Context: an optimization exercise on an open-source flow, tuned for small area, a short achievable clock period and few clock cycles per item. The choices shown serve that exercise and are no tape-out recipe.
In this exercise RTL edits were held to simulation tests only and were not proved equivalent to the original.
Power and IR drop assume default switching activity.

==> flow/design.v <==
package mvm_accum_pkg;
    localparam int unsigned DEF_VP   = 3;
    localparam int unsigned DEF_EP   = 3;
    localparam int unsigned DEF_WI_X = 4;
    localparam int unsigned DEF_WF_X = 12;
    localparam int unsigned DEF_WI_W = 4;
    localparam int unsigned DEF_WF_W = 12;
    localparam int unsigned DEF_WI_O = 4;
    localparam int unsigned DEF_WF_O = 12;
endpackage
module mvm_lane (
    input  logic        clk,
    input  logic        acc_b,    
    input  logic        first_b,  
    input  logic [7:0]  eneg,     
    input  logic [7:0]  eone,     
    input  logic [7:0]  etwo,     
    input  logic [15:0] w_in,     
    input  logic        o_load,   
    output logic [15:0] data,
    output logic        ovf
);
    localparam logic [32:0] K = 33'h100010800;   
    logic        first, v;
    logic [7:0]  bneg, bone, btwo;
    logic [15:0] w;
    always_ff @(posedge clk) begin
        v     <= acc_b;
        first <= first_b;
        bneg  <= eneg;
        bone  <= eone;
        btwo  <= etwo;
        w     <= w_in;
    end
    logic [32:0] acc_s, acc_c;
    logic [32:0] as_i, ac_i;
    logic [32:0] ns, nc;
    assign as_i = first ? K : acc_s;
    assign ac_i = first ? 33'd0 : acc_c;
    wire [16:0] pp0;
    wire [16:0] pp1;
    wire [16:0] pp2;
    wire [16:0] pp3;
    wire [16:0] pp4;
    wire [16:0] pp5;
    wire [16:0] pp6;
    wire [16:0] pp7;
    wire [16:0] m0 = ({17{bone[0]}} & {w[15], w}) | ({17{btwo[0]}} & {w, 1'b0});
    assign pp0 = {v & ~(m0[16] ^ bneg[0]), m0[15:0] ^ {16{bneg[0]}}};
    wire [16:0] m1 = ({17{bone[1]}} & {w[15], w}) | ({17{btwo[1]}} & {w, 1'b0});
    assign pp1 = {v & ~(m1[16] ^ bneg[1]), m1[15:0] ^ {16{bneg[1]}}};
    wire [16:0] m2 = ({17{bone[2]}} & {w[15], w}) | ({17{btwo[2]}} & {w, 1'b0});
    assign pp2 = {v & ~(m2[16] ^ bneg[2]), m2[15:0] ^ {16{bneg[2]}}};
    wire [16:0] m3 = ({17{bone[3]}} & {w[15], w}) | ({17{btwo[3]}} & {w, 1'b0});
    assign pp3 = {v & ~(m3[16] ^ bneg[3]), m3[15:0] ^ {16{bneg[3]}}};
    wire [16:0] m4 = ({17{bone[4]}} & {w[15], w}) | ({17{btwo[4]}} & {w, 1'b0});
    assign pp4 = {v & ~(m4[16] ^ bneg[4]), m4[15:0] ^ {16{bneg[4]}}};
    wire [16:0] m5 = ({17{bone[5]}} & {w[15], w}) | ({17{btwo[5]}} & {w, 1'b0});
    assign pp5 = {v & ~(m5[16] ^ bneg[5]), m5[15:0] ^ {16{bneg[5]}}};
    wire [16:0] m6 = ({17{bone[6]}} & {w[15], w}) | ({17{btwo[6]}} & {w, 1'b0});
    assign pp6 = {v & ~(m6[16] ^ bneg[6]), m6[15:0] ^ {16{bneg[6]}}};
    wire [16:0] m7 = ({17{bone[7]}} & {w[15], w}) | ({17{btwo[7]}} & {w, 1'b0});
    assign pp7 = {v & ~(m7[16] ^ bneg[7]), m7[15:0] ^ {16{bneg[7]}}};
    wire h0s, h0c;
    mvm_ha u_h0 (.a(bneg[6]), .b(as_i[12]), .s(h0s), .co(h0c));
    wire h1s, h1c;
    mvm_ha u_h1 (.a(as_i[13]), .b(ac_i[13]), .s(h1s), .co(h1c));
    wire t2s, t2c;
    mvm_fa u_t2 (.a(bneg[7]), .b(as_i[14]), .c(ac_i[14]), .s(t2s), .co(t2c));
    wire h3s, h3c;
    mvm_ha u_h3 (.a(pp0[14]), .b(pp1[12]), .s(h3s), .co(h3c));
    wire t4s, t4c;
    mvm_fa u_t4 (.a(as_i[15]), .b(ac_i[15]), .c(pp0[15]), .s(t4s), .co(t4c));
    wire h5s, h5c;
    mvm_ha u_h5 (.a(pp1[13]), .b(pp2[11]), .s(h5s), .co(h5c));
    wire t6s, t6c;
    mvm_fa u_t6 (.a(as_i[16]), .b(ac_i[16]), .c(pp0[16]), .s(t6s), .co(t6c));
    wire h7s, h7c;
    mvm_ha u_h7 (.a(pp1[14]), .b(pp2[12]), .s(h7s), .co(h7c));
    wire t8s, t8c;
    mvm_fa u_t8 (.a(as_i[17]), .b(ac_i[17]), .c(pp1[15]), .s(t8s), .co(t8c));
    wire h9s, h9c;
    mvm_ha u_h9 (.a(as_i[18]), .b(ac_i[18]), .s(h9s), .co(h9c));
    wire h10s, h10c;
    mvm_ha u_h10 (.a(bneg[3]), .b(as_i[6]), .s(h10s), .co(h10c));
    wire h11s, h11c;
    mvm_ha u_h11 (.a(as_i[7]), .b(ac_i[7]), .s(h11s), .co(h11c));
    wire t12s, t12c;
    mvm_fa u_t12 (.a(bneg[4]), .b(as_i[8]), .c(ac_i[8]), .s(t12s), .co(t12c));
    wire h13s, h13c;
    mvm_ha u_h13 (.a(pp0[8]), .b(pp1[6]), .s(h13s), .co(h13c));
    wire t14s, t14c;
    mvm_fa u_t14 (.a(as_i[9]), .b(ac_i[9]), .c(pp0[9]), .s(t14s), .co(t14c));
    wire h15s, h15c;
    mvm_ha u_h15 (.a(pp1[7]), .b(pp2[5]), .s(h15s), .co(h15c));
    wire t16s, t16c;
    mvm_fa u_t16 (.a(bneg[5]), .b(as_i[10]), .c(ac_i[10]), .s(t16s), .co(t16c));
    wire t17s, t17c;
    mvm_fa u_t17 (.a(pp0[10]), .b(pp1[8]), .c(pp2[6]), .s(t17s), .co(t17c));
    wire h18s, h18c;
    mvm_ha u_h18 (.a(pp3[4]), .b(pp4[2]), .s(h18s), .co(h18c));
    wire t19s, t19c;
    mvm_fa u_t19 (.a(as_i[11]), .b(ac_i[11]), .c(pp0[11]), .s(t19s), .co(t19c));
    wire t20s, t20c;
    mvm_fa u_t20 (.a(pp1[9]), .b(pp2[7]), .c(pp3[5]), .s(t20s), .co(t20c));
    wire h21s, h21c;
    mvm_ha u_h21 (.a(pp4[3]), .b(pp5[1]), .s(h21s), .co(h21c));
    wire t22s, t22c;
    mvm_fa u_t22 (.a(ac_i[12]), .b(pp0[12]), .c(pp1[10]), .s(t22s), .co(t22c));
    wire t23s, t23c;
    mvm_fa u_t23 (.a(pp2[8]), .b(pp3[6]), .c(pp4[4]), .s(t23s), .co(t23c));
    wire t24s, t24c;
    mvm_fa u_t24 (.a(pp5[2]), .b(pp6[0]), .c(h0s), .s(t24s), .co(t24c));
    wire t25s, t25c;
    mvm_fa u_t25 (.a(pp0[13]), .b(pp1[11]), .c(pp2[9]), .s(t25s), .co(t25c));
    wire t26s, t26c;
    mvm_fa u_t26 (.a(pp3[7]), .b(pp4[5]), .c(pp5[3]), .s(t26s), .co(t26c));
    wire t27s, t27c;
    mvm_fa u_t27 (.a(pp6[1]), .b(h0c), .c(h1s), .s(t27s), .co(t27c));
    wire t28s, t28c;
    mvm_fa u_t28 (.a(pp2[10]), .b(pp3[8]), .c(pp4[6]), .s(t28s), .co(t28c));
    wire t29s, t29c;
    mvm_fa u_t29 (.a(pp5[4]), .b(pp6[2]), .c(pp7[0]), .s(t29s), .co(t29c));
    wire t30s, t30c;
    mvm_fa u_t30 (.a(h1c), .b(t2s), .c(h3s), .s(t30s), .co(t30c));
    wire t31s, t31c;
    mvm_fa u_t31 (.a(pp3[9]), .b(pp4[7]), .c(pp5[5]), .s(t31s), .co(t31c));
    wire t32s, t32c;
    mvm_fa u_t32 (.a(pp6[3]), .b(pp7[1]), .c(h3c), .s(t32s), .co(t32c));
    wire t33s, t33c;
    mvm_fa u_t33 (.a(h5s), .b(t4s), .c(t2c), .s(t33s), .co(t33c));
    wire t34s, t34c;
    mvm_fa u_t34 (.a(pp3[10]), .b(pp4[8]), .c(pp5[6]), .s(t34s), .co(t34c));
    wire t35s, t35c;
    mvm_ffa u_t35 (.a(pp6[4]), .b(pp7[2]), .c(h5c), .s(t35s), .co(t35c));
    wire t36s, t36c;
    mvm_ffa u_t36 (.a(h7s), .b(t6s), .c(t4c), .s(t36s), .co(t36c));
    wire t37s, t37c;
    mvm_fa u_t37 (.a(pp2[13]), .b(pp3[11]), .c(pp4[9]), .s(t37s), .co(t37c));
    wire t38s, t38c;
    mvm_fa u_t38 (.a(pp5[7]), .b(pp6[5]), .c(pp7[3]), .s(t38s), .co(t38c));
    wire t39s, t39c;
    mvm_ffa u_t39 (.a(h7c), .b(t8s), .c(t6c), .s(t39s), .co(t39c));
    wire t40s, t40c;
    mvm_fa u_t40 (.a(pp1[16]), .b(pp2[14]), .c(pp3[12]), .s(t40s), .co(t40c));
    wire t41s, t41c;
    mvm_fa u_t41 (.a(pp4[10]), .b(pp5[8]), .c(pp6[6]), .s(t41s), .co(t41c));
    wire t42s, t42c;
    mvm_fa u_t42 (.a(pp7[4]), .b(h9s), .c(t8c), .s(t42s), .co(t42c));
    wire t43s, t43c;
    mvm_fa u_t43 (.a(as_i[19]), .b(ac_i[19]), .c(pp2[15]), .s(t43s), .co(t43c));
    wire t44s, t44c;
    mvm_fa u_t44 (.a(pp3[13]), .b(pp4[11]), .c(pp5[9]), .s(t44s), .co(t44c));
    wire t45s, t45c;
    mvm_fa u_t45 (.a(pp6[7]), .b(pp7[5]), .c(h9c), .s(t45s), .co(t45c));
    wire t46s, t46c;
    mvm_fa u_t46 (.a(as_i[20]), .b(ac_i[20]), .c(pp2[16]), .s(t46s), .co(t46c));
    wire t47s, t47c;
    mvm_fa u_t47 (.a(pp3[14]), .b(pp4[12]), .c(pp5[10]), .s(t47s), .co(t47c));
    wire h48s, h48c;
    mvm_ha u_h48 (.a(pp6[8]), .b(pp7[6]), .s(h48s), .co(h48c));
    wire t49s, t49c;
    mvm_fa u_t49 (.a(as_i[21]), .b(ac_i[21]), .c(pp3[15]), .s(t49s), .co(t49c));
    wire t50s, t50c;
    mvm_fa u_t50 (.a(pp4[13]), .b(pp5[11]), .c(pp6[9]), .s(t50s), .co(t50c));
    wire t51s, t51c;
    mvm_fa u_t51 (.a(as_i[22]), .b(ac_i[22]), .c(pp3[16]), .s(t51s), .co(t51c));
    wire h52s, h52c;
    mvm_ha u_h52 (.a(pp4[14]), .b(pp5[12]), .s(h52s), .co(h52c));
    wire t53s, t53c;
    mvm_fa u_t53 (.a(as_i[23]), .b(ac_i[23]), .c(pp4[15]), .s(t53s), .co(t53c));
    wire h54s, h54c;
    mvm_ha u_h54 (.a(as_i[24]), .b(ac_i[24]), .s(h54s), .co(h54c));
    wire h55s, h55c;
    mvm_ha u_h55 (.a(bneg[1]), .b(as_i[2]), .s(h55s), .co(h55c));
    wire h56s, h56c;
    mvm_ha u_h56 (.a(as_i[3]), .b(ac_i[3]), .s(h56s), .co(h56c));
    wire t57s, t57c;
    mvm_fa u_t57 (.a(bneg[2]), .b(as_i[4]), .c(ac_i[4]), .s(t57s), .co(t57c));
    wire h58s, h58c;
    mvm_ha u_h58 (.a(pp0[4]), .b(pp1[2]), .s(h58s), .co(h58c));
    wire t59s, t59c;
    mvm_fa u_t59 (.a(as_i[5]), .b(ac_i[5]), .c(pp0[5]), .s(t59s), .co(t59c));
    wire h60s, h60c;
    mvm_ha u_h60 (.a(pp1[3]), .b(pp2[1]), .s(h60s), .co(h60c));
    wire t61s, t61c;
    mvm_fa u_t61 (.a(ac_i[6]), .b(pp0[6]), .c(pp1[4]), .s(t61s), .co(t61c));
    wire t62s, t62c;
    mvm_fa u_t62 (.a(pp2[2]), .b(pp3[0]), .c(h10s), .s(t62s), .co(t62c));
    wire t63s, t63c;
    mvm_fa u_t63 (.a(pp0[7]), .b(pp1[5]), .c(pp2[3]), .s(t63s), .co(t63c));
    wire t64s, t64c;
    mvm_fa u_t64 (.a(pp3[1]), .b(h10c), .c(h11s), .s(t64s), .co(t64c));
    wire t65s, t65c;
    mvm_fa u_t65 (.a(pp2[4]), .b(pp3[2]), .c(pp4[0]), .s(t65s), .co(t65c));
    wire t66s, t66c;
    mvm_fa u_t66 (.a(h11c), .b(t12s), .c(h13s), .s(t66s), .co(t66c));
    wire t67s, t67c;
    mvm_fa u_t67 (.a(pp3[3]), .b(pp4[1]), .c(h13c), .s(t67s), .co(t67c));
    wire t68s, t68c;
    mvm_fa u_t68 (.a(h15s), .b(t14s), .c(t12c), .s(t68s), .co(t68c));
    wire t69s, t69c;
    mvm_fa u_t69 (.a(pp5[0]), .b(h15c), .c(t16s), .s(t69s), .co(t69c));
    wire t70s, t70c;
    mvm_fa u_t70 (.a(h18s), .b(t17s), .c(t14c), .s(t70s), .co(t70c));
    wire t71s, t71c;
    mvm_fa u_t71 (.a(h18c), .b(h21s), .c(t19s), .s(t71s), .co(t71c));
    wire t72s, t72c;
    mvm_fa u_t72 (.a(t16c), .b(t20s), .c(t17c), .s(t72s), .co(t72c));
    wire t73s, t73c;
    mvm_fa u_t73 (.a(h21c), .b(t22s), .c(t23s), .s(t73s), .co(t73c));
    wire t74s, t74c;
    mvm_fa u_t74 (.a(t19c), .b(t20c), .c(t24s), .s(t74s), .co(t74c));
    wire t75s, t75c;
    mvm_fa u_t75 (.a(t25s), .b(t26s), .c(t22c), .s(t75s), .co(t75c));
    wire t76s, t76c;
    mvm_fa u_t76 (.a(t23c), .b(t27s), .c(t24c), .s(t76s), .co(t76c));
    wire t77s, t77c;
    mvm_fa u_t77 (.a(t28s), .b(t29s), .c(t25c), .s(t77s), .co(t77c));
    wire t78s, t78c;
    mvm_ffa u_t78 (.a(t26c), .b(t27c), .c(t30s), .s(t78s), .co(t78c));
    wire t79s, t79c;
    mvm_fa u_t79 (.a(t31s), .b(t28c), .c(t29c), .s(t79s), .co(t79c));
    wire t80s, t80c;
    mvm_ffa u_t80 (.a(t32s), .b(t33s), .c(t30c), .s(t80s), .co(t80c));
    wire t81s, t81c;
    mvm_fa u_t81 (.a(t34s), .b(t31c), .c(t35s), .s(t81s), .co(t81c));
    wire t82s, t82c;
    mvm_ffa u_t82 (.a(t32c), .b(t36s), .c(t33c), .s(t82s), .co(t82c));
    wire t83s, t83c;
    mvm_fa u_t83 (.a(t37s), .b(t38s), .c(t34c), .s(t83s), .co(t83c));
    wire t84s, t84c;
    mvm_ffa u_t84 (.a(t35c), .b(t39s), .c(t36c), .s(t84s), .co(t84c));
    wire t85s, t85c;
    mvm_fa u_t85 (.a(t40s), .b(t41s), .c(t37c), .s(t85s), .co(t85c));
    wire t86s, t86c;
    mvm_ffa u_t86 (.a(t38c), .b(t42s), .c(t39c), .s(t86s), .co(t86c));
    wire t87s, t87c;
    mvm_fa u_t87 (.a(t43s), .b(t44s), .c(t40c), .s(t87s), .co(t87c));
    wire t88s, t88c;
    mvm_ffa u_t88 (.a(t41c), .b(t45s), .c(t42c), .s(t88s), .co(t88c));
    wire t89s, t89c;
    mvm_fa u_t89 (.a(h48s), .b(t46s), .c(t47s), .s(t89s), .co(t89c));
    wire t90s, t90c;
    mvm_fa u_t90 (.a(t43c), .b(t44c), .c(t45c), .s(t90s), .co(t90c));
    wire t91s, t91c;
    mvm_fa u_t91 (.a(pp7[7]), .b(h48c), .c(t49s), .s(t91s), .co(t91c));
    wire t92s, t92c;
    mvm_fa u_t92 (.a(t50s), .b(t46c), .c(t47c), .s(t92s), .co(t92c));
    wire t93s, t93c;
    mvm_fa u_t93 (.a(pp6[10]), .b(pp7[8]), .c(h52s), .s(t93s), .co(t93c));
    wire t94s, t94c;
    mvm_fa u_t94 (.a(t51s), .b(t49c), .c(t50c), .s(t94s), .co(t94c));
    wire t95s, t95c;
    mvm_fa u_t95 (.a(pp5[13]), .b(pp6[11]), .c(pp7[9]), .s(t95s), .co(t95c));
    wire t96s, t96c;
    mvm_fa u_t96 (.a(h52c), .b(t53s), .c(t51c), .s(t96s), .co(t96c));
    wire t97s, t97c;
    mvm_fa u_t97 (.a(pp4[16]), .b(pp5[14]), .c(pp6[12]), .s(t97s), .co(t97c));
    wire t98s, t98c;
    mvm_fa u_t98 (.a(pp7[10]), .b(h54s), .c(t53c), .s(t98s), .co(t98c));
    wire t99s, t99c;
    mvm_fa u_t99 (.a(as_i[25]), .b(ac_i[25]), .c(pp5[15]), .s(t99s), .co(t99c));
    wire t100s, t100c;
    mvm_fa u_t100 (.a(pp6[13]), .b(pp7[11]), .c(h54c), .s(t100s), .co(t100c));
    wire t101s, t101c;
    mvm_fa u_t101 (.a(as_i[26]), .b(ac_i[26]), .c(pp5[16]), .s(t101s), .co(t101c));
    wire h102s, h102c;
    mvm_ha u_h102 (.a(pp6[14]), .b(pp7[12]), .s(h102s), .co(h102c));
    wire t103s, t103c;
    mvm_fa u_t103 (.a(as_i[27]), .b(ac_i[27]), .c(pp6[15]), .s(t103s), .co(t103c));
    wire h104s, h104c;
    mvm_ha u_h104 (.a(as_i[28]), .b(ac_i[28]), .s(h104s), .co(h104c));
    wire h105s, h105c;
    mvm_ha u_h105 (.a(bneg[0]), .b(as_i[0]), .s(h105s), .co(h105c));
    wire h106s, h106c;
    mvm_ha u_h106 (.a(as_i[1]), .b(ac_i[1]), .s(h106s), .co(h106c));
    wire t107s, t107c;
    mvm_fa u_t107 (.a(ac_i[2]), .b(pp0[2]), .c(pp1[0]), .s(t107s), .co(t107c));
    wire t108s, t108c;
    mvm_fa u_t108 (.a(pp0[3]), .b(pp1[1]), .c(h55c), .s(t108s), .co(t108c));
    wire t109s, t109c;
    mvm_fa u_t109 (.a(pp2[0]), .b(h56c), .c(t57s), .s(t109s), .co(t109c));
    wire t110s, t110c;
    mvm_fa u_t110 (.a(h58c), .b(h60s), .c(t59s), .s(t110s), .co(t110c));
    wire t111s, t111c;
    mvm_fa u_t111 (.a(h60c), .b(t61s), .c(t59c), .s(t111s), .co(t111c));
    wire t112s, t112c;
    mvm_fa u_t112 (.a(t63s), .b(t61c), .c(t64s), .s(t112s), .co(t112c));
    wire t113s, t113c;
    mvm_fa u_t113 (.a(t65s), .b(t63c), .c(t64c), .s(t113s), .co(t113c));
    wire t114s, t114c;
    mvm_fa u_t114 (.a(t65c), .b(t67s), .c(t68s), .s(t114s), .co(t114c));
    wire t115s, t115c;
    mvm_fa u_t115 (.a(t69s), .b(t67c), .c(t68c), .s(t115s), .co(t115c));
    wire t116s, t116c;
    mvm_fa u_t116 (.a(t71s), .b(t69c), .c(t72s), .s(t116s), .co(t116c));
    wire t117s, t117c;
    mvm_ffa u_t117 (.a(t71c), .b(t73s), .c(t74s), .s(t117s), .co(t117c));
    wire t118s, t118c;
    mvm_ffa u_t118 (.a(t75s), .b(t73c), .c(t74c), .s(t118s), .co(t118c));
    wire t119s, t119c;
    mvm_ffa u_t119 (.a(t77s), .b(t75c), .c(t78s), .s(t119s), .co(t119c));
    wire t120s, t120c;
    mvm_ffa u_t120 (.a(t79s), .b(t77c), .c(t80s), .s(t120s), .co(t120c));
    wire t121s, t121c;
    mvm_ffa u_t121 (.a(t81s), .b(t79c), .c(t82s), .s(t121s), .co(t121c));
    wire t122s, t122c;
    mvm_ffa u_t122 (.a(t83s), .b(t81c), .c(t84s), .s(t122s), .co(t122c));
    wire t123s, t123c;
    mvm_ffa u_t123 (.a(t85s), .b(t83c), .c(t86s), .s(t123s), .co(t123c));
    wire t124s, t124c;
    mvm_ffa u_t124 (.a(t87s), .b(t85c), .c(t88s), .s(t124s), .co(t124c));
    wire t125s, t125c;
    mvm_ffa u_t125 (.a(t89s), .b(t87c), .c(t90s), .s(t125s), .co(t125c));
    wire t126s, t126c;
    mvm_fa u_t126 (.a(t91s), .b(t92s), .c(t89c), .s(t126s), .co(t126c));
    wire t127s, t127c;
    mvm_fa u_t127 (.a(t93s), .b(t91c), .c(t94s), .s(t127s), .co(t127c));
    wire t128s, t128c;
    mvm_fa u_t128 (.a(t95s), .b(t96s), .c(t93c), .s(t128s), .co(t128c));
    wire t129s, t129c;
    mvm_fa u_t129 (.a(t97s), .b(t95c), .c(t98s), .s(t129s), .co(t129c));
    wire t130s, t130c;
    mvm_fa u_t130 (.a(t99s), .b(t97c), .c(t100s), .s(t130s), .co(t130c));
    wire t131s, t131c;
    mvm_fa u_t131 (.a(h102s), .b(t101s), .c(t99c), .s(t131s), .co(t131c));
    wire t132s, t132c;
    mvm_fa u_t132 (.a(pp7[13]), .b(h102c), .c(t103s), .s(t132s), .co(t132c));
    wire t133s, t133c;
    mvm_fa u_t133 (.a(pp6[16]), .b(pp7[14]), .c(h104s), .s(t133s), .co(t133c));
    wire t134s, t134c;
    mvm_fa u_t134 (.a(as_i[29]), .b(ac_i[29]), .c(pp7[15]), .s(t134s), .co(t134c));
    wire h135s, h135c;
    mvm_ha u_h135 (.a(as_i[30]), .b(ac_i[30]), .s(h135s), .co(h135c));
    wire h136s, h136c;
    mvm_ha u_h136 (.a(ac_i[0]), .b(pp0[0]), .s(h136s), .co(h136c));
    wire t137s, t137c;
    mvm_fa u_t137 (.a(pp0[1]), .b(h105c), .c(h106s), .s(t137s), .co(t137c));
    wire t138s, t138c;
    mvm_fa u_t138 (.a(h106c), .b(h55s), .c(t107s), .s(t138s), .co(t138c));
    wire t139s, t139c;
    mvm_fa u_t139 (.a(h56s), .b(t107c), .c(t108s), .s(t139s), .co(t139c));
    wire t140s, t140c;
    mvm_fa u_t140 (.a(h58s), .b(t108c), .c(t109s), .s(t140s), .co(t140c));
    wire t141s, t141c;
    mvm_fa u_t141 (.a(t57c), .b(t110s), .c(t109c), .s(t141s), .co(t141c));
    wire t142s, t142c;
    mvm_fa u_t142 (.a(t62s), .b(t110c), .c(t111s), .s(t142s), .co(t142c));
    wire t143s, t143c;
    mvm_fa u_t143 (.a(t62c), .b(t112s), .c(t111c), .s(t143s), .co(t143c));
    wire t144s, t144c;
    mvm_fa u_t144 (.a(t66s), .b(t113s), .c(t112c), .s(t144s), .co(t144c));
    wire t145s, t145c;
    mvm_fa u_t145 (.a(t66c), .b(t114s), .c(t113c), .s(t145s), .co(t145c));
    wire t146s, t146c;
    mvm_ffa u_t146 (.a(t70s), .b(t115s), .c(t114c), .s(t146s), .co(t146c));
    wire t147s, t147c;
    mvm_ffa u_t147 (.a(t70c), .b(t116s), .c(t115c), .s(t147s), .co(t147c));
    wire t148s, t148c;
    mvm_ffa u_t148 (.a(t72c), .b(t117s), .c(t116c), .s(t148s), .co(t148c));
    wire t149s, t149c;
    mvm_ffa u_t149 (.a(t76s), .b(t118s), .c(t117c), .s(t149s), .co(t149c));
    wire t150s, t150c;
    mvm_ffa u_t150 (.a(t76c), .b(t119s), .c(t118c), .s(t150s), .co(t150c));
    wire t151s, t151c;
    mvm_ffa u_t151 (.a(t78c), .b(t120s), .c(t119c), .s(t151s), .co(t151c));
    wire t152s, t152c;
    mvm_ffa u_t152 (.a(t80c), .b(t121s), .c(t120c), .s(t152s), .co(t152c));
    wire t153s, t153c;
    mvm_ffa u_t153 (.a(t82c), .b(t122s), .c(t121c), .s(t153s), .co(t153c));
    wire t154s, t154c;
    mvm_ffa u_t154 (.a(t84c), .b(t123s), .c(t122c), .s(t154s), .co(t154c));
    wire t155s, t155c;
    mvm_ffa u_t155 (.a(t86c), .b(t124s), .c(t123c), .s(t155s), .co(t155c));
    wire t156s, t156c;
    mvm_ffa u_t156 (.a(t125s), .b(t88c), .c(t124c), .s(t156s), .co(t156c));
    wire t157s, t157c;
    mvm_ffa u_t157 (.a(t90c), .b(t126s), .c(t125c), .s(t157s), .co(t157c));
    wire t158s, t158c;
    mvm_ffa u_t158 (.a(t92c), .b(t127s), .c(t126c), .s(t158s), .co(t158c));
    wire t159s, t159c;
    mvm_ffa u_t159 (.a(t94c), .b(t128s), .c(t127c), .s(t159s), .co(t159c));
    wire t160s, t160c;
    mvm_ffa u_t160 (.a(t96c), .b(t129s), .c(t128c), .s(t160s), .co(t160c));
    wire t161s, t161c;
    mvm_ffa u_t161 (.a(t130s), .b(t98c), .c(t129c), .s(t161s), .co(t161c));
    wire t162s, t162c;
    mvm_fa u_t162 (.a(t100c), .b(t131s), .c(t130c), .s(t162s), .co(t162c));
    wire t163s, t163c;
    mvm_fa u_t163 (.a(t101c), .b(t132s), .c(t131c), .s(t163s), .co(t163c));
    wire t164s, t164c;
    mvm_fa u_t164 (.a(t103c), .b(t133s), .c(t132c), .s(t164s), .co(t164c));
    wire t165s, t165c;
    mvm_fa u_t165 (.a(h104c), .b(t134s), .c(t133c), .s(t165s), .co(t165c));
    wire t166s, t166c;
    mvm_fa u_t166 (.a(pp7[16]), .b(h135s), .c(t134c), .s(t166s), .co(t166c));
    wire t167s, t167c;
    mvm_fa u_t167 (.a(as_i[31]), .b(ac_i[31]), .c(h135c), .s(t167s), .co(t167c));
    wire h168s, h168c;
    mvm_ha u_h168 (.a(as_i[32]), .b(ac_i[32]), .s(h168s), .co(h168c));
    assign ns[0] = h136s;
    assign ns[1] = h136c;
    assign ns[2] = t137c;
    assign ns[3] = t138c;
    assign ns[4] = t139c;
    assign ns[5] = t140c;
    assign ns[6] = t141c;
    assign ns[7] = t142c;
    assign ns[8] = t143c;
    assign ns[9] = t144c;
    assign ns[10] = t145c;
    assign ns[11] = t146c;
    assign ns[12] = t147c;
    assign ns[13] = t148c;
    assign ns[14] = t149c;
    assign ns[15] = t150c;
    assign ns[16] = t151c;
    assign ns[17] = t152c;
    assign ns[18] = t153c;
    assign ns[19] = t154c;
    assign ns[20] = t155c;
    assign ns[21] = t156c;
    assign ns[22] = t157c;
    assign ns[23] = t158c;
    assign ns[24] = t159c;
    assign ns[25] = t160c;
    assign ns[26] = t161c;
    assign ns[27] = t162c;
    assign ns[28] = t163c;
    assign ns[29] = t164c;
    assign ns[30] = t165c;
    assign ns[31] = t166c;
    assign ns[32] = t167c;
    assign nc[0] = h105s;
    assign nc[1] = t137s;
    assign nc[2] = t138s;
    assign nc[3] = t139s;
    assign nc[4] = t140s;
    assign nc[5] = t141s;
    assign nc[6] = t142s;
    assign nc[7] = t143s;
    assign nc[8] = t144s;
    assign nc[9] = t145s;
    assign nc[10] = t146s;
    assign nc[11] = t147s;
    assign nc[12] = t148s;
    assign nc[13] = t149s;
    assign nc[14] = t150s;
    assign nc[15] = t151s;
    assign nc[16] = t152s;
    assign nc[17] = t153s;
    assign nc[18] = t154s;
    assign nc[19] = t155s;
    assign nc[20] = t156s;
    assign nc[21] = t157s;
    assign nc[22] = t158s;
    assign nc[23] = t159s;
    assign nc[24] = t160s;
    assign nc[25] = t161s;
    assign nc[26] = t162s;
    assign nc[27] = t163s;
    assign nc[28] = t164s;
    assign nc[29] = t165s;
    assign nc[30] = t166s;
    assign nc[31] = t167s;
    assign nc[32] = h168s;
    wire [26:0] g, p;
    mvm_ha u_gp0 (.a(acc_s[0]), .b(acc_c[0]), .s(p[0]), .co(g[0]));
    mvm_ha u_gp1 (.a(acc_s[1]), .b(acc_c[1]), .s(p[1]), .co(g[1]));
    mvm_ha u_gp2 (.a(acc_s[2]), .b(acc_c[2]), .s(p[2]), .co(g[2]));
    mvm_ha u_gp3 (.a(acc_s[3]), .b(acc_c[3]), .s(p[3]), .co(g[3]));
    mvm_ha u_gp4 (.a(acc_s[4]), .b(acc_c[4]), .s(p[4]), .co(g[4]));
    mvm_ha u_gp5 (.a(acc_s[5]), .b(acc_c[5]), .s(p[5]), .co(g[5]));
    mvm_ha u_gp6 (.a(acc_s[6]), .b(acc_c[6]), .s(p[6]), .co(g[6]));
    mvm_ha u_gp7 (.a(acc_s[7]), .b(acc_c[7]), .s(p[7]), .co(g[7]));
    mvm_ha u_gp8 (.a(acc_s[8]), .b(acc_c[8]), .s(p[8]), .co(g[8]));
    mvm_ha u_gp9 (.a(acc_s[9]), .b(acc_c[9]), .s(p[9]), .co(g[9]));
    mvm_ha u_gp10 (.a(acc_s[10]), .b(acc_c[10]), .s(p[10]), .co(g[10]));
    mvm_ha u_gp11 (.a(acc_s[11]), .b(acc_c[11]), .s(p[11]), .co(g[11]));
    mvm_ha u_gp12 (.a(acc_s[12]), .b(acc_c[12]), .s(p[12]), .co(g[12]));
    mvm_ha u_gp13 (.a(acc_s[13]), .b(acc_c[13]), .s(p[13]), .co(g[13]));
    mvm_ha u_gp14 (.a(acc_s[14]), .b(acc_c[14]), .s(p[14]), .co(g[14]));
    mvm_ha u_gp15 (.a(acc_s[15]), .b(acc_c[15]), .s(p[15]), .co(g[15]));
    mvm_ha u_gp16 (.a(acc_s[16]), .b(acc_c[16]), .s(p[16]), .co(g[16]));
    mvm_ha u_gp17 (.a(acc_s[17]), .b(acc_c[17]), .s(p[17]), .co(g[17]));
    mvm_ha u_gp18 (.a(acc_s[18]), .b(acc_c[18]), .s(p[18]), .co(g[18]));
    mvm_ha u_gp19 (.a(acc_s[19]), .b(acc_c[19]), .s(p[19]), .co(g[19]));
    mvm_ha u_gp20 (.a(acc_s[20]), .b(acc_c[20]), .s(p[20]), .co(g[20]));
    mvm_ha u_gp21 (.a(acc_s[21]), .b(acc_c[21]), .s(p[21]), .co(g[21]));
    mvm_ha u_gp22 (.a(acc_s[22]), .b(acc_c[22]), .s(p[22]), .co(g[22]));
    mvm_ha u_gp23 (.a(acc_s[23]), .b(acc_c[23]), .s(p[23]), .co(g[23]));
    mvm_ha u_gp24 (.a(acc_s[24]), .b(acc_c[24]), .s(p[24]), .co(g[24]));
    mvm_ha u_gp25 (.a(acc_s[25]), .b(acc_c[25]), .s(p[25]), .co(g[25]));
    mvm_ha u_gp26 (.a(acc_s[26]), .b(acc_c[26]), .s(p[26]), .co(g[26]));
    wire G_1_0;
    mvm_g u_G_1_0 (.gh(g[1]), .ph(p[1]), .gl(g[0]), .g(G_1_0));
    wire G_3_2, P_3_2;
    mvm_gp u_G_3_2 (.gh(g[3]), .ph(p[3]), .gl(g[2]), .pl(p[2]), .g(G_3_2), .p(P_3_2));
    wire G_5_4, P_5_4;
    mvm_gp u_G_5_4 (.gh(g[5]), .ph(p[5]), .gl(g[4]), .pl(p[4]), .g(G_5_4), .p(P_5_4));
    wire G_8_7, P_8_7;
    mvm_gp u_G_8_7 (.gh(g[8]), .ph(p[8]), .gl(g[7]), .pl(p[7]), .g(G_8_7), .p(P_8_7));
    wire G_10_9, P_10_9;
    mvm_gp u_G_10_9 (.gh(g[10]), .ph(p[10]), .gl(g[9]), .pl(p[9]), .g(G_10_9), .p(P_10_9));
    wire G_12_11, P_12_11;
    mvm_gp u_G_12_11 (.gh(g[12]), .ph(p[12]), .gl(g[11]), .pl(p[11]), .g(G_12_11), .p(P_12_11));
    wire G_15_14, P_15_14;
    mvm_gp u_G_15_14 (.gh(g[15]), .ph(p[15]), .gl(g[14]), .pl(p[14]), .g(G_15_14), .p(P_15_14));
    wire G_17_16, P_17_16;
    mvm_gp u_G_17_16 (.gh(g[17]), .ph(p[17]), .gl(g[16]), .pl(p[16]), .g(G_17_16), .p(P_17_16));
    wire G_19_18, P_19_18;
    mvm_gp u_G_19_18 (.gh(g[19]), .ph(p[19]), .gl(g[18]), .pl(p[18]), .g(G_19_18), .p(P_19_18));
    wire G_22_21, P_22_21;
    mvm_gp u_G_22_21 (.gh(g[22]), .ph(p[22]), .gl(g[21]), .pl(p[21]), .g(G_22_21), .p(P_22_21));
    wire G_25_24, P_25_24;
    mvm_gp u_G_25_24 (.gh(g[25]), .ph(p[25]), .gl(g[24]), .pl(p[24]), .g(G_25_24), .p(P_25_24));
    wire G_6_4, P_6_4;
    mvm_gp u_G_6_4 (.gh(g[6]), .ph(p[6]), .gl(G_5_4), .pl(P_5_4), .g(G_6_4), .p(P_6_4));
    wire G_13_11, P_13_11;
    mvm_gp u_G_13_11 (.gh(g[13]), .ph(p[13]), .gl(G_12_11), .pl(P_12_11), .g(G_13_11), .p(P_13_11));
    wire G_16_14, P_16_14;
    mvm_gp u_G_16_14 (.gh(g[16]), .ph(p[16]), .gl(G_15_14), .pl(P_15_14), .g(G_16_14), .p(P_16_14));
    wire G_20_18, P_20_18;
    mvm_gp u_G_20_18 (.gh(g[20]), .ph(p[20]), .gl(G_19_18), .pl(P_19_18), .g(G_20_18), .p(P_20_18));
    wire G_23_21, P_23_21;
    mvm_gp u_G_23_21 (.gh(g[23]), .ph(p[23]), .gl(G_22_21), .pl(P_22_21), .g(G_23_21), .p(P_23_21));
    wire G_26_24, P_26_24;
    mvm_gp u_G_26_24 (.gh(g[26]), .ph(p[26]), .gl(G_25_24), .pl(P_25_24), .g(G_26_24), .p(P_26_24));
    wire G_3_0;
    mvm_g u_G_3_0 (.gh(G_3_2), .ph(P_3_2), .gl(G_1_0), .g(G_3_0));
    wire G_10_7, P_10_7;
    mvm_gp u_G_10_7 (.gh(G_10_9), .ph(P_10_9), .gl(G_8_7), .pl(P_8_7), .g(G_10_7), .p(P_10_7));
    wire G_17_14, P_17_14;
    mvm_gp u_G_17_14 (.gh(G_17_16), .ph(P_17_16), .gl(G_15_14), .pl(P_15_14), .g(G_17_14), .p(P_17_14));
    wire G_24_21, P_24_21;
    mvm_gp u_G_24_21 (.gh(g[24]), .ph(p[24]), .gl(G_23_21), .pl(P_23_21), .g(G_24_21), .p(P_24_21));
    wire G_11_7, P_11_7;
    mvm_gp u_G_11_7 (.gh(g[11]), .ph(p[11]), .gl(G_10_7), .pl(P_10_7), .g(G_11_7), .p(P_11_7));
    wire G_18_14, P_18_14;
    mvm_gp u_G_18_14 (.gh(g[18]), .ph(p[18]), .gl(G_17_14), .pl(P_17_14), .g(G_18_14), .p(P_18_14));
    wire G_25_21, P_25_21;
    mvm_gp u_G_25_21 (.gh(G_25_24), .ph(P_25_24), .gl(G_23_21), .pl(P_23_21), .g(G_25_21), .p(P_25_21));
    wire G_12_7, P_12_7;
    mvm_gp u_G_12_7 (.gh(G_12_11), .ph(P_12_11), .gl(G_10_7), .pl(P_10_7), .g(G_12_7), .p(P_12_7));
    wire G_19_14, P_19_14;
    mvm_gp u_G_19_14 (.gh(G_19_18), .ph(P_19_18), .gl(G_17_14), .pl(P_17_14), .g(G_19_14), .p(P_19_14));
    wire G_26_21, P_26_21;
    mvm_gp u_G_26_21 (.gh(G_26_24), .ph(P_26_24), .gl(G_23_21), .pl(P_23_21), .g(G_26_21), .p(P_26_21));
    wire G_6_0;
    mvm_g u_G_6_0 (.gh(G_6_4), .ph(P_6_4), .gl(G_3_0), .g(G_6_0));
    wire G_13_7, P_13_7;
    mvm_gp u_G_13_7 (.gh(G_13_11), .ph(P_13_11), .gl(G_10_7), .pl(P_10_7), .g(G_13_7), .p(P_13_7));
    wire G_20_14, P_20_14;
    mvm_gp u_G_20_14 (.gh(G_20_18), .ph(P_20_18), .gl(G_17_14), .pl(P_17_14), .g(G_20_14), .p(P_20_14));
    wire G_21_14, P_21_14;
    mvm_gp u_G_21_14 (.gh(g[21]), .ph(p[21]), .gl(G_20_14), .pl(P_20_14), .g(G_21_14), .p(P_21_14));
    wire G_22_14, P_22_14;
    mvm_gp u_G_22_14 (.gh(G_22_21), .ph(P_22_21), .gl(G_20_14), .pl(P_20_14), .g(G_22_14), .p(P_22_14));
    wire G_23_14, P_23_14;
    mvm_gp u_G_23_14 (.gh(G_23_21), .ph(P_23_21), .gl(G_20_14), .pl(P_20_14), .g(G_23_14), .p(P_23_14));
    wire G_24_14, P_24_14;
    mvm_gp u_G_24_14 (.gh(G_24_21), .ph(P_24_21), .gl(G_20_14), .pl(P_20_14), .g(G_24_14), .p(P_24_14));
    wire G_11_0;
    mvm_g u_G_11_0 (.gh(G_11_7), .ph(P_11_7), .gl(G_6_0), .g(G_11_0));
    wire G_25_14, P_25_14;
    mvm_gp u_G_25_14 (.gh(G_25_21), .ph(P_25_21), .gl(G_20_14), .pl(P_20_14), .g(G_25_14), .p(P_25_14));
    wire G_12_0;
    mvm_g u_G_12_0 (.gh(G_12_7), .ph(P_12_7), .gl(G_6_0), .g(G_12_0));
    wire G_26_14, P_26_14;
    mvm_gp u_G_26_14 (.gh(G_26_21), .ph(P_26_21), .gl(G_20_14), .pl(P_20_14), .g(G_26_14), .p(P_26_14));
    wire G_13_0;
    mvm_g u_G_13_0 (.gh(G_13_7), .ph(P_13_7), .gl(G_6_0), .g(G_13_0));
    wire G_14_0;
    mvm_g u_G_14_0 (.gh(g[14]), .ph(p[14]), .gl(G_13_0), .g(G_14_0));
    wire G_15_0;
    mvm_g u_G_15_0 (.gh(G_15_14), .ph(P_15_14), .gl(G_13_0), .g(G_15_0));
    wire G_16_0;
    mvm_g u_G_16_0 (.gh(G_16_14), .ph(P_16_14), .gl(G_13_0), .g(G_16_0));
    wire G_17_0;
    mvm_g u_G_17_0 (.gh(G_17_14), .ph(P_17_14), .gl(G_13_0), .g(G_17_0));
    wire G_18_0;
    mvm_g u_G_18_0 (.gh(G_18_14), .ph(P_18_14), .gl(G_13_0), .g(G_18_0));
    wire G_19_0;
    mvm_g u_G_19_0 (.gh(G_19_14), .ph(P_19_14), .gl(G_13_0), .g(G_19_0));
    wire G_20_0;
    mvm_g u_G_20_0 (.gh(G_20_14), .ph(P_20_14), .gl(G_13_0), .g(G_20_0));
    wire G_21_0;
    mvm_g u_G_21_0 (.gh(G_21_14), .ph(P_21_14), .gl(G_13_0), .g(G_21_0));
    wire G_22_0;
    mvm_g u_G_22_0 (.gh(G_22_14), .ph(P_22_14), .gl(G_13_0), .g(G_22_0));
    wire G_23_0;
    mvm_g u_G_23_0 (.gh(G_23_14), .ph(P_23_14), .gl(G_13_0), .g(G_23_0));
    wire G_24_0;
    mvm_g u_G_24_0 (.gh(G_24_14), .ph(P_24_14), .gl(G_13_0), .g(G_24_0));
    wire G_25_0;
    mvm_g u_G_25_0 (.gh(G_25_14), .ph(P_25_14), .gl(G_13_0), .g(G_25_0));
    wire G_26_0;
    mvm_g u_G_26_0 (.gh(G_26_14), .ph(P_26_14), .gl(G_13_0), .g(G_26_0));
    wire [27:12] cy;    
    assign cy[12] = G_11_0;
    assign cy[13] = G_12_0;
    assign cy[14] = G_13_0;
    assign cy[15] = G_14_0;
    assign cy[16] = G_15_0;
    assign cy[17] = G_16_0;
    assign cy[18] = G_17_0;
    assign cy[19] = G_18_0;
    assign cy[20] = G_19_0;
    assign cy[21] = G_20_0;
    assign cy[22] = G_21_0;
    assign cy[23] = G_22_0;
    assign cy[24] = G_23_0;
    assign cy[25] = G_24_0;
    assign cy[26] = G_25_0;
    assign cy[27] = G_26_0;
    wire [27:12] tot;
    assign tot[26:12] = p[26:12] ^ cy[26:12];
    wire inr0, inr1, sg0, sg1, t27_0, t27_1;
    mvm_top u_top (.s(acc_s[32:27]), .c(acc_c[32:27]), .inr0(inr0), .inr1(inr1),
                   .sg0(sg0), .sg1(sg1), .t0(t27_0), .t1(t27_1));
    wire inr = cy[27] ? inr1 : inr0;    
    wire sg  = cy[27] ? sg1 : sg0;      
    assign tot[27] = cy[27] ? t27_1 : t27_0;
    always_ff @(posedge clk) begin
        acc_s <= ns;
        acc_c <= nc;
        if (o_load) begin
            data <= inr ? tot[27:12] : (sg ? 16'h8000 : 16'h7fff);
            ovf  <= ~inr;
        end
    end
endmodule
module mvm_fa (input logic a, b, c, output logic s, co);
    assign s  = a ^ b ^ c;
    assign co = (a & b) | (a & c) | (b & c);
endmodule
module mvm_ffa (input logic a, b, c, output logic s, co);
    logic p;
    mvm_xor2 u_p (.a(a), .b(b), .y(p));
    mvm_xor2 u_s (.a(p), .b(c), .y(s));
    mvm_maj3 u_c (.a(a), .b(b), .c(c), .y(co));
endmodule
module mvm_xor2 (input logic a, b, output logic y);
    assign y = a ^ b;
endmodule
module mvm_maj3 (input logic a, b, c, output logic y);
    assign y = (a & b) | (a & c) | (b & c);
endmodule
module mvm_gp (input logic gh, ph, gl, pl, output logic g, p);
    assign g = gh | (ph & gl);
    assign p = ph & pl;
endmodule
module mvm_g (input logic gh, ph, gl, output logic g);
    assign g = gh | (ph & gl);
endmodule
module mvm_top (input logic [5:0] s, c, output logic inr0, inr1, sg0, sg1, t0, t1);
    wire [5:0] u0 = s + c;
    wire [5:0] u1 = s + c + 6'd1;
    assign inr0 = (u0 == 6'd0) || (u0 == 6'd63);
    assign inr1 = (u1 == 6'd0) || (u1 == 6'd63);
    assign sg0 = u0[5];
    assign sg1 = u1[5];
    assign t0 = u0[0];
    assign t1 = u1[0];
endmodule
module mvm_ha (input logic a, b, output logic s, co);
    assign s  = a ^ b;
    assign co = a & b;
endmodule
module mvm_accum (
    input  logic        clk,
    input  logic        rst,
    input  logic        clr,
    input  logic        s_valid,
    output logic        s_ready,
    input  logic [15:0] s_x,
    input  logic [47:0] s_w,
    output logic        m_valid,
    input  logic        m_ready,
    output logic [47:0] m_data,
    output logic [2:0]  m_ovf
);
    logic [1:0] bc;           
    logic       iv;           
    logic       ilast;        
    logic       afull;        
    logic       s_busy;       
    assign s_ready = ~s_busy;
    wire acc_b  = s_valid & s_ready & ~clr;
    wire o_load = afull & ~m_valid;
    wire [1:0] bc_n    = clr ? 2'd0 : acc_b ? ((bc == 2'd2) ? 2'd0 : bc + 2'd1) : bc;
    wire       afull_n = ~clr & ((iv & ilast) | (afull & ~o_load));
    wire       mval_n  = ~clr & (o_load | (m_valid & ~m_ready));
    wire [16:0] xe = {s_x, 1'b0};
    logic [7:0] eneg, eone, etwo;
    always_comb begin
        for (int i = 0; i < 8; i++) begin
            eneg[i] = xe[2*i+2] & ~(xe[2*i+1] & xe[2*i]);
            eone[i] = xe[2*i+1] ^ xe[2*i];
            etwo[i] = (xe[2*i+2] & ~xe[2*i+1] & ~xe[2*i]) | (~xe[2*i+2] & xe[2*i+1] & xe[2*i]);
        end
    end
    always_ff @(posedge clk or posedge rst) begin
        if (rst) begin
            bc      <= 2'd0;
            iv      <= 1'b0;
            ilast   <= 1'b0;
            afull   <= 1'b0;
            m_valid <= 1'b0;
            s_busy  <= 1'b0;
        end else begin
            bc      <= bc_n;
            iv      <= acc_b;
            ilast   <= acc_b & (bc == 2'd2);
            afull   <= afull_n;
            m_valid <= mval_n;
            s_busy  <= (bc_n == 2'd0) & (mval_n | afull_n);
        end
    end
    for (genvar l = 0; l < 3; l++) begin : g_lane
        mvm_lane u_lane (
            .clk    (clk),
            .acc_b  (acc_b),
            .first_b(acc_b & (bc == 2'd0)),
            .eneg   (eneg & {8{acc_b}}),
            .eone   (eone & {8{acc_b}}),
            .etwo   (etwo & {8{acc_b}}),
            .w_in   (s_w[(2-l)*16 +: 16]),
            .o_load (o_load),
            .data   (m_data[(2-l)*16 +: 16]),
            .ovf    (m_ovf[l])
        );
    end
endmodule
==> flow/flow/run.sh <==
#!/bin/bash
set -euo pipefail
mapfile -t KNOBS < <(grep -v '^\s*\(#\|$\)' flow/knobs.txt)
bash standard.sh "${KNOBS[@]}" finish > orfs_make.log 2>&1
==> flow/flow/knobs.txt <==
SETUP_SLACK_MARGIN=5.95
MATCH_CELL_FOOTPRINT=0
BUFFER_PORTS_ARGS=-buffer_cell sky130_fd_sc_hd__buf_2
CTS_ARGS=-sink_clustering_enable -repair_clock_nets -buf_list sky130_fd_sc_hd__clkbuf_16 -root_buf sky130_fd_sc_hd__clkbuf_16 -sink_clustering_buffer sky130_fd_sc_hd__clkbuf_16 -sink_buffer_max_cap_derate 0.04 -sink_clustering_size 30 -sink_clustering_max_diameter 120
==> flow/standard.sh <==
#!/bin/bash
# synth_recipe.tcl (not shown) runs the flow's synth.tcl, then flattens the netlist and writes it again
# the make line also repeats each setting of config.mk as NAME=value (left out here)
make -C /OpenROAD-flow-scripts/flow DESIGN_CONFIG=/design/flow/config.mk WORK_HOME=/design/flow/orfs CLKGATE_MAP_FILE= SYNTH_SCRIPT=/design/flow/synth_recipe.tcl "${@:-finish}"
==> flow/config.mk <==
export PLATFORM = sky130hd
export DESIGN_NAME = mvm_accum
export DESIGN_NICKNAME = mvm_accum
export VERILOG_FILES = /design/flow/design.v
export SDC_FILE = /design/flow/constraint.sdc
export NUM_CORES = 4
export LEC_CHECK = 0
export CAP_MARGIN = 20
export CORE_MARGIN = 2
export CORE_UTILIZATION = 40
export SLEW_MARGIN = 20
export SYNTH_HIERARCHICAL = 1
==> flow/constraint.sdc <==
create_clock -name core_clock -period 9.0 [get_ports {clk}]
set_input_delay 1.8000 -clock core_clock [delete_from_list [all_inputs] [get_ports {clk}]]
set_output_delay 1.8000 -clock core_clock [all_outputs]
set_load 0.01 [all_outputs]
==> results of run 1 <==
==> kinds of logic after synthesis <==
group	after synthesis	synth area share, %
compound gates	614	14.2
buf+inv	270	3.74
flops	382	24.9
xor+xnor	651	17.4
mux	35	1.11
simple gates	453	8.23
fa+ha+maj	613	30.4
==> cells in the final DEF, fill, tap and decap left out, types with 5 or more instances in the layout <==
cell type  Yosys  layout
clkbuf_16      0      25
or2_2          9       7
ha_1         181     181
clkbuf_4       0       6
inv_1         15      18
dfxtp_4        0      98
nor2b_1      190     188
buf_12         0       8
dfxtp_1      324     209
o21ai_0       27      21
diode_2        0       5
nand3b_1       8       8
dfrtp_1        7       6
a21o_1       156     155
nor2_1        24      24
o211ai_1      15      15
buf_4          3      83
o211ai_2      30      30
fa_1         330     329
buf_2        126     123
edfxtp_1      51      51
nand2b_1      28      27
xor2_1       216     215
nand2_1       53      53
o21ai_1        0       5
and2_1       107     107
nor3b_1        6       6
a21oi_1       11      11
inv_6          0       6
a22oi_2        0       5
xnor2_1      432     430
maj3_2       102     102
mux2i_1       29      26
dfxtp_2        0      17
a22oi_1      361     356
xnor2_2        3       5
==> registers in the layout, summed over array words and instances, names as in the netlist <==
signal               count
bc                       2
g_lane.u_lane.acc_s     99
g_lane.u_lane.bone      24
g_lane.u_lane.w         48
g_lane.u_lane.bneg      24
g_lane.u_lane.data      48
g_lane.u_lane.acc_c     99
afull                    1
s_busy                   1
g_lane.u_lane.ovf        3
iv                       1
g_lane.u_lane.first      3
g_lane.u_lane.btwo      24
g_lane.u_lane.v          3
m_valid                  1
ilast                    1
==> cell type report <==
type / count / area, um2 / share of cell area (%)
inverter: 16 / 67.6 / 0.188
clock inverter: 14 / 161 / 0.449
multi-input combinational: 2366 / 23700 / 65.9
timing repair buffer: 225 / 1540 / 4.29
antenna: 5 / 12.5 / 0.0348
clock buffer: 22 / 551 / 1.53
tap: 1070 / 1340 / 3.73
sequential: 382 / 8580 / 23.9
==> worst paths after layout <==
path                                           start                         end  slack [ns]  cells past startpoint
setup reg to reg            g_lane[0].u_lane.bone[0]  g_lane[0].u_lane.acc_c[11]        6.04                      8
setup / recovery           g_lane[1].u_lane.data[14]                  m_data[30]        5.99                      1
hold / removal                                 bc[0]                       ilast        0.54                      1
hold reg to reg                                bc[0]                       ilast        0.54                      1
min in group asynchronous                        rst                       afull        1.11                      2
max in group asynchronous                        rst                     m_valid        7.67                      2
==> metrics by stage <==
step | hold WS, ns | setup slack [ns]
after floorplan | 0.450 | 5.98
after global placement | 0.511 | 4.98
after detailed placement | 0.529 | 5.57
after CTS | 0.552 | 5.92
after global routing | 0.569 | 5.85
final | 0.538 | 5.99
==> per-module statistics from Yosys, one instance, submodules excluded, excerpt <==
| module | area [um2] | copies in the design | flip-flops and latches |
|---|---|---|---|
| mvm_maj3 | 11.3 | 102 | 0 |
| mvm_fa | 20.0 | 327 | 0 |
| mvm_g | 7.51 | 57 | 0 |
| mvm_gp | 13.8 | 99 | 0 |
| mvm_accum | 709 | 1 | 7 |
| mvm_top | 259 | 3 | 0 |
| mvm_lane | 6060 | 3 | 125 |
==> timing repair <==
action | in CTS | in global routing
setup buffers | 3 | 79
pin swaps | 5 | 57
endpoints found under the hold margin | 0 | 0
setup endpoints to repair | 156 | 120
cloned | 0 | 3
hold buffers | 0 | 0
resized for setup | 133 | 134
==> power groups by stage <==
stage | Clock [W] | Sequential (W) | Combinational, W
floorplan | 0 | 0.00253 | 0.00583
global placement | 0 | 0.00275 | 0.00677
detailed placement | 0 | 0.00275 | 0.00689
CTS | 0.00120 | 0.00272 | 0.00698
global route | 0.00125 | 0.00275 | 0.00796
finish | 0.00115 | 0.00270 | 0.00703
==> per-layer routing <==
| metal | GRT usage [%] | up-vias | routed length, um |
|---|---|---|---|
| met4 | 4.02 | 12 | 1730 |
| met2 | 31.5 | 672 | 38200 |
| li1 | - | 10300 | - |
| met1 | 26.5 | 11000 | 37300 |
| met3 | 3.41 | 114 | 5450 |
| met5 | 0 | - | 72 |
==> qor.yml, run 1 <==
status: "no timing/DRC/antenna violations"
initial_core_util_pct: 40.2
yosys-top-cells-count: "432 x xnor2_1, 361 x a22oi_1, 330 x fa_1"
slowest_stage: "edfxtp_1"
path_class: "flop to primary output"
num_rows: 105
syn-num-nets: 3598
clock_sinks: 382
hold_viol_final: 0
area_growth_pct: 9.05
grt-ovfl-total: 0
worstPathRequired_ns: 7.20
cts_tree: "built"
avgSynthCellArea_um2: 10.9
synthArstFlopShare_pct: 1.83
fin_cells: 4100
setup_viol: 0
gp_congestion: 0.829
tns_ns: 0
seq_power_share_pct: 24.8
tightestPinTransition_ns: 0.677
finalCriticalPeriod_ns: 3.01
grt_pass1_wl_mm: 130
cts_made_buffers: 20
cp-start-kind: "flop"
drive_gt1_share_pct: 18.7
drtIter0Drc: 1544
synth.ff_latch_count: 382
grt_max_degree: 67
grt_use_total_pct: 19.2
max_stage_delay_ns: 0.45
ios: 122
p_int_w: 0.00628
final_cell_area_um2: 35900
path_cells: "buf_2"
critPathArrivalTime_ns: 1.21
placed_cells: 3974
drc: 0
grt_setup_unrepaired: "true"
drt-total-wl_mm: 82.8
relSlewSlack_pct: 53.9
synthFlopType: "dfxtp_1"
comb_power_share_pct: 64.6
fin_worst_skew_ns: 0.0413
switching_share_pct: 42.3
crit_fanout: 1
slew_viol_final: 0
h-tree-depth: 1
end_kind: "primary output"
yosysTopAreaCell: "fa_1"
ys_seq_area_share_pct: 24.9
cts_buffer_depth: 3
placed_area_um2: 33900
p_clk_share_pct: 10.6
synth_cells: 3018
ir_drop_uv: 148
synth.cell_area_um2: 32900
num_vias: 22100
dp_hpwl_mm: 60.1
p_sw_w: 0.00460
synth-edff-count: 51
wire_per_inst_um: 20.2
maxCapViolations: 0
grt_pass1_vias: 22800
power_density_nw_per_um2: 303
core-area_um2: 81800
p_leak_nw: 15.7
critical_path.top_delay_family: "flip-flops"
viasPerCell: 5.39
die_y_um: 291
antenna_found_initial: 11
postLayoutCoreUtil_pct: 43.9
nFillCells: 7816
synth_warnings: 8
p_total_w: 0.0109
nets: 3591
path_buf_inv: 1
fin_crit_sh_pct: 33.4
ant_nets: 0
synth.most_common_cell: "xnor2_1"
ys_types: 50
die_area_um2: 84600
netlist.area_leader.share_pct: 20.1
clock-root-buffer: "clkbuf_16"
min_path_type: "flop to flop"
clock.fmax_mhz: 332
io_buffers: 121
clock_latency_ns: 0.60
dr.pass1.iters: 6
die_w_um: 291
clk_pin_slew_worst_paths_ns: 0.12
synth_area_leaders: "fa_1 20%, dfxtp_1 20%, xnor2_1 11%, a22oi_1 8.2%, ha_1 6.9%"
Testbench counts, summed over its fixed seeds: cycles 3,624, items 1,200.
==> run 2: changes to the inputs <==
==> flow/flow/knobs.txt (replaced) <==
SETUP_SLACK_MARGIN=5.95
MATCH_CELL_FOOTPRINT=0
BUFFER_PORTS_ARGS=-buffer_cell sky130_fd_sc_hd__buf_2
CTS_ARGS=-sink_clustering_enable -repair_clock_nets -buf_list sky130_fd_sc_hd__clkbuf_16 -root_buf sky130_fd_sc_hd__clkbuf_16 -sink_clustering_buffer sky130_fd_sc_hd__clkbuf_16 -sink_buffer_max_cap_derate 0.03 -sink_clustering_size 24 -sink_clustering_max_diameter 100
==> qor.yml, run 2 <==
status: "no timing/DRC/antenna violations"  # unchanged
path_cells: "buf_2"  # unchanged
dr.pass1.iters: 6  # unchanged
setup_viol: 0  # unchanged
ant_nets: 0  # unchanged
synth-edff-count: 51  # unchanged
wire_per_inst_um: 20.2  # about the same
die_w_um: 291  # unchanged
syn-num-nets: 3598  # unchanged
tightestPinTransition_ns: 0.676  # was 0.677 ns
cts_hold_buf: 0  # unchanged
num_vias: 22100  # about the same
largestRegisters: "g_lane.u_lane.acc_c (99), g_lane.u_lane.acc_s (99)"  # unchanged
fin_worst_skew_ns: 0.0252  # was 0.0413 ns
tns_ns: 0  # unchanged
finalCriticalPeriod_ns: 3.00  # was 3.01 ns
grt-ovfl-total: 0  # unchanged
ir_drop_uv: 260  # was 148 uV
maxCapViolations: 0  # unchanged
slowest_stage: "edfxtp_1"  # unchanged
dp_hpwl_mm: 60.1  # unchanged
path_class: "flop to primary output"  # unchanged
most-common-layout-cells: "430 x xnor2_1, 356 x a22oi_1, 329 x fa_1"  # unchanged
drc: 0  # unchanged
grt_max_degree: 67  # unchanged
grt_pass1_vias: 22700  # was 22800
crit_fanout: 1  # unchanged
die_area_um2: 84600  # unchanged
grt_pass1_wl_mm: 130  # about the same
synth.ff_latch_count: 382  # unchanged
yosysTopAreaCell: "fa_1"  # unchanged
yosys-top-cells-count: "432 x xnor2_1, 361 x a22oi_1, 330 x fa_1"  # unchanged
nets: 3590  # was 3591
slew_viol_final: 0  # unchanged
fin_crit_sh_pct: 33.3  # was 33.4%
synth.most_common_cell: "xnor2_1"  # unchanged
antenna_found_initial: 10  # was 11
power_density_nw_per_um2: 305  # was 303 nW/um2
critical_path.top_delay_family: "flip-flops"  # unchanged
viasPerCell: 5.40  # was 5.39
path_buf_inv: 1  # unchanged
num_rows: 105  # unchanged
final_common_cell: "xnor2_1"  # unchanged
critPathArrivalTime_ns: 1.20  # was 1.21 ns
relSlewSlack_pct: 54.0  # was 53.9%
initial_core_util_pct: 40.2  # unchanged
area_growth_pct: 9.30  # was 9.05%
synthArstFlopShare_pct: 1.83  # unchanged
cts_made_buffers: 24  # was 20
h-tree-depth: 1  # unchanged
ys_seq_area_share_pct: 24.9  # unchanged
drtIter0Drc: 1531  # was 1544
cts_tree: "built"  # unchanged
gp_congestion: 0.829  # unchanged
synth_area_leaders: "fa_1 20%, dfxtp_1 20%, xnor2_1 11%, a22oi_1 8.2%, ha_1 6.9%"  # unchanged
synthFlopType: "dfxtp_1"  # unchanged
synth_cells: 3018  # unchanged
min_path_type: "flop to flop"  # unchanged
end_kind: "primary output"  # unchanged
clk_pin_slew_worst_paths_ns: 0.10  # was 0.12 ns
cp-start-kind: "flop"  # unchanged
clock-root-buffer: "clkbuf_16"  # unchanged
clock_sinks: 382  # unchanged
cts_buffer_depth: 3  # unchanged
clock_latency_ns: 0.60  # about the same
drt-total-wl_mm: 82.8  # about the same
synth_warnings: 8  # unchanged
p_leak_nw: 15.7  # about the same
grt_use_total_pct: 19.1  # was 19.2%
netlist.area_leader.share_pct: 20.1  # unchanged
clock.fmax_mhz: 334  # was 332 MHz
io_buffers: 121  # unchanged
hold_viol_final: 0  # unchanged
max_stage_delay_ns: 0.44  # was 0.45 ns
grt_setup_unrepaired: "true"  # unchanged
ios: 122  # unchanged
p_total_w: 0.0110  # was 0.0109 W
ys_types: 50  # unchanged
avgSynthCellArea_um2: 10.9  # unchanged
drive_gt1_share_pct: 18.8  # was 18.7%
worstPathRequired_ns: 7.20  # about the same
die_y_um: 291  # unchanged
synth.cell_area_um2: 32900  # unchanged
core-area_um2: 81800  # unchanged
==> run 2: changes by cell type in the layout (fill, tap and decap cells not counted), sizes merged <==
cell	before	now
mux2i	32	33
diode	5	4
inv	29	27
bufinv	0	1
clkinvlp	0	1
buf	216	213
clkinv	1	4
==> run 2: power breakdown <==
group / leakage (nW) / internal (W) / switching [W]
clock: 0.406 / 0.000562 / 0.000674
combinational: 12.0 / 0.00346 / 0.00358
sequential: 3.30 / 0.00234 / 0.000358
total: 15.7 / 0.00636 / 0.00461
==> run 2: worst paths after layout <==
path                       cells past startpoint                        to  slack (ns)                        from
max                                            1                m_data[30]        6.00   g_lane[1].u_lane.data[14]
min                                            1                     ilast        0.54                       bc[0]
max reg2reg                                   10  g_lane[0].u_lane.data[0]        6.05  g_lane[0].u_lane.acc_c[27]
min reg2reg                                    1                     ilast        0.54                       bc[0]
max in group asynchronous                      2                   m_valid        7.67                         rst
min in group asynchronous                      2                    s_busy        1.11                         rst
==> run 2: per-module statistics from Yosys (local to each module, per instance), a selection <==
module | times used | cells inside | flip-flops and latches
mvm_accum | 1 | 81 | 7
mvm_xor2 | 204 | 1 | 0
mvm_fa | 327 | 1 | 0
mvm_maj3 | 102 | 1 | 0
mvm_gp | 99 | 2 | 0
mvm_top | 3 | 32 | 0
==> run 2: final cells by class <==
class                   instances  area [um2]
diodes                          4        10.0
inverters                      16        67.6
flip-flops and latches        382        8580
repair buffers                219        1490
multi-input cells            2367       23700
well taps                    1070        1340
clock inverters                17         185
clock buffers                  25         626
fillers                      7783       45800
==> run 2: timing repair <==
action | 4_1_cts | 5_1_grt
gates resized for setup | 131 | 138
endpoints found under the setup margin | 152 | 121
buffers inserted | 1 | 74
gates cloned | 0 | 5
pin swaps | 0 | 54
==> run 2: cell families (layout without fill, tap and decap cells) <==
family,count (synthesis),in the layout,synth area share [%]
other cells,0,4,0
mux,35,36,1.11
compound gates,614,614,14.2
xor+xnor,651,651,17.4
buf+inv,270,277,3.74
simple gates,453,453,8.23
flops,382,382,24.9
fa+ha+maj,613,613,30.4
==> run 2: through the flow <==
| stage | instance area, um2 | hold slack, ns | util (%) | setup slack (ns) | cells |
|---|---|---|---|---|---|
| 2_1_floorplan | 32900 | 0.450 | - | 5.98 | 3018 |
| 4_1_cts | 34900 | 0.543 | 42.7 | 5.93 | 4017 |
| 5_1_grt | 36000 | 0.570 | 44.0 | 5.88 | 4097 |
| 6_report | 36000 | 0.536 | 44.0 | 6.00 | 4100 |
| 3_3_place_gp | 33900 | 0.511 | 41.4 | 4.98 | 3973 |
| 3_5_place_dp | 33900 | 0.529 | 41.4 | 5.57 | 3974 |
==> run 2: routing by layer <==
metal | vias up | global-route usage [%] | wire length (um)
met5 | - | 0 | 82
li1 | 10300 | - | -
met3 | 115 | 3.36 | 5610
met2 | 680 | 31.0 | 38100
met1 | 11000 | 26.7 | 37300
met4 | 12 | 4.16 | 1680

==> separate check: timing with driven ports <==
How much do the figures lean on ideal ports? The routed layouts below were timed once more, with nothing changed but the port constraints.
Step 1 assumes that a clkbuf_16 drives the clock port and a buf_2 every other input.
Step 2 times the ports against the registers' clock, not the clock port: input delays grow and output delays shrink by t, the midpoint of the rising clock arrivals with the driver on.
Three values: ideal ports, drivers, drivers and shift; two values: the first two.
run	t (ns)	slack for setup (ns)	worst hold slack (ns)	worst data-port slew with drivers (ns)	pins driven straight from the clock port
run 1	0.643	5.990 / 5.927 / 5.701	0.538 / 0.538 / 0.538	0.13	1
run 2	0.657	6.002 / 5.935 / 5.719	0.536 / 0.536 / 0.536	0.14	1
After both steps every run listed still meets setup and hold. For run 1, which loses most, drivers alone change the setup slack by -0.063 ns; drivers and shift together by -0.289 ns.
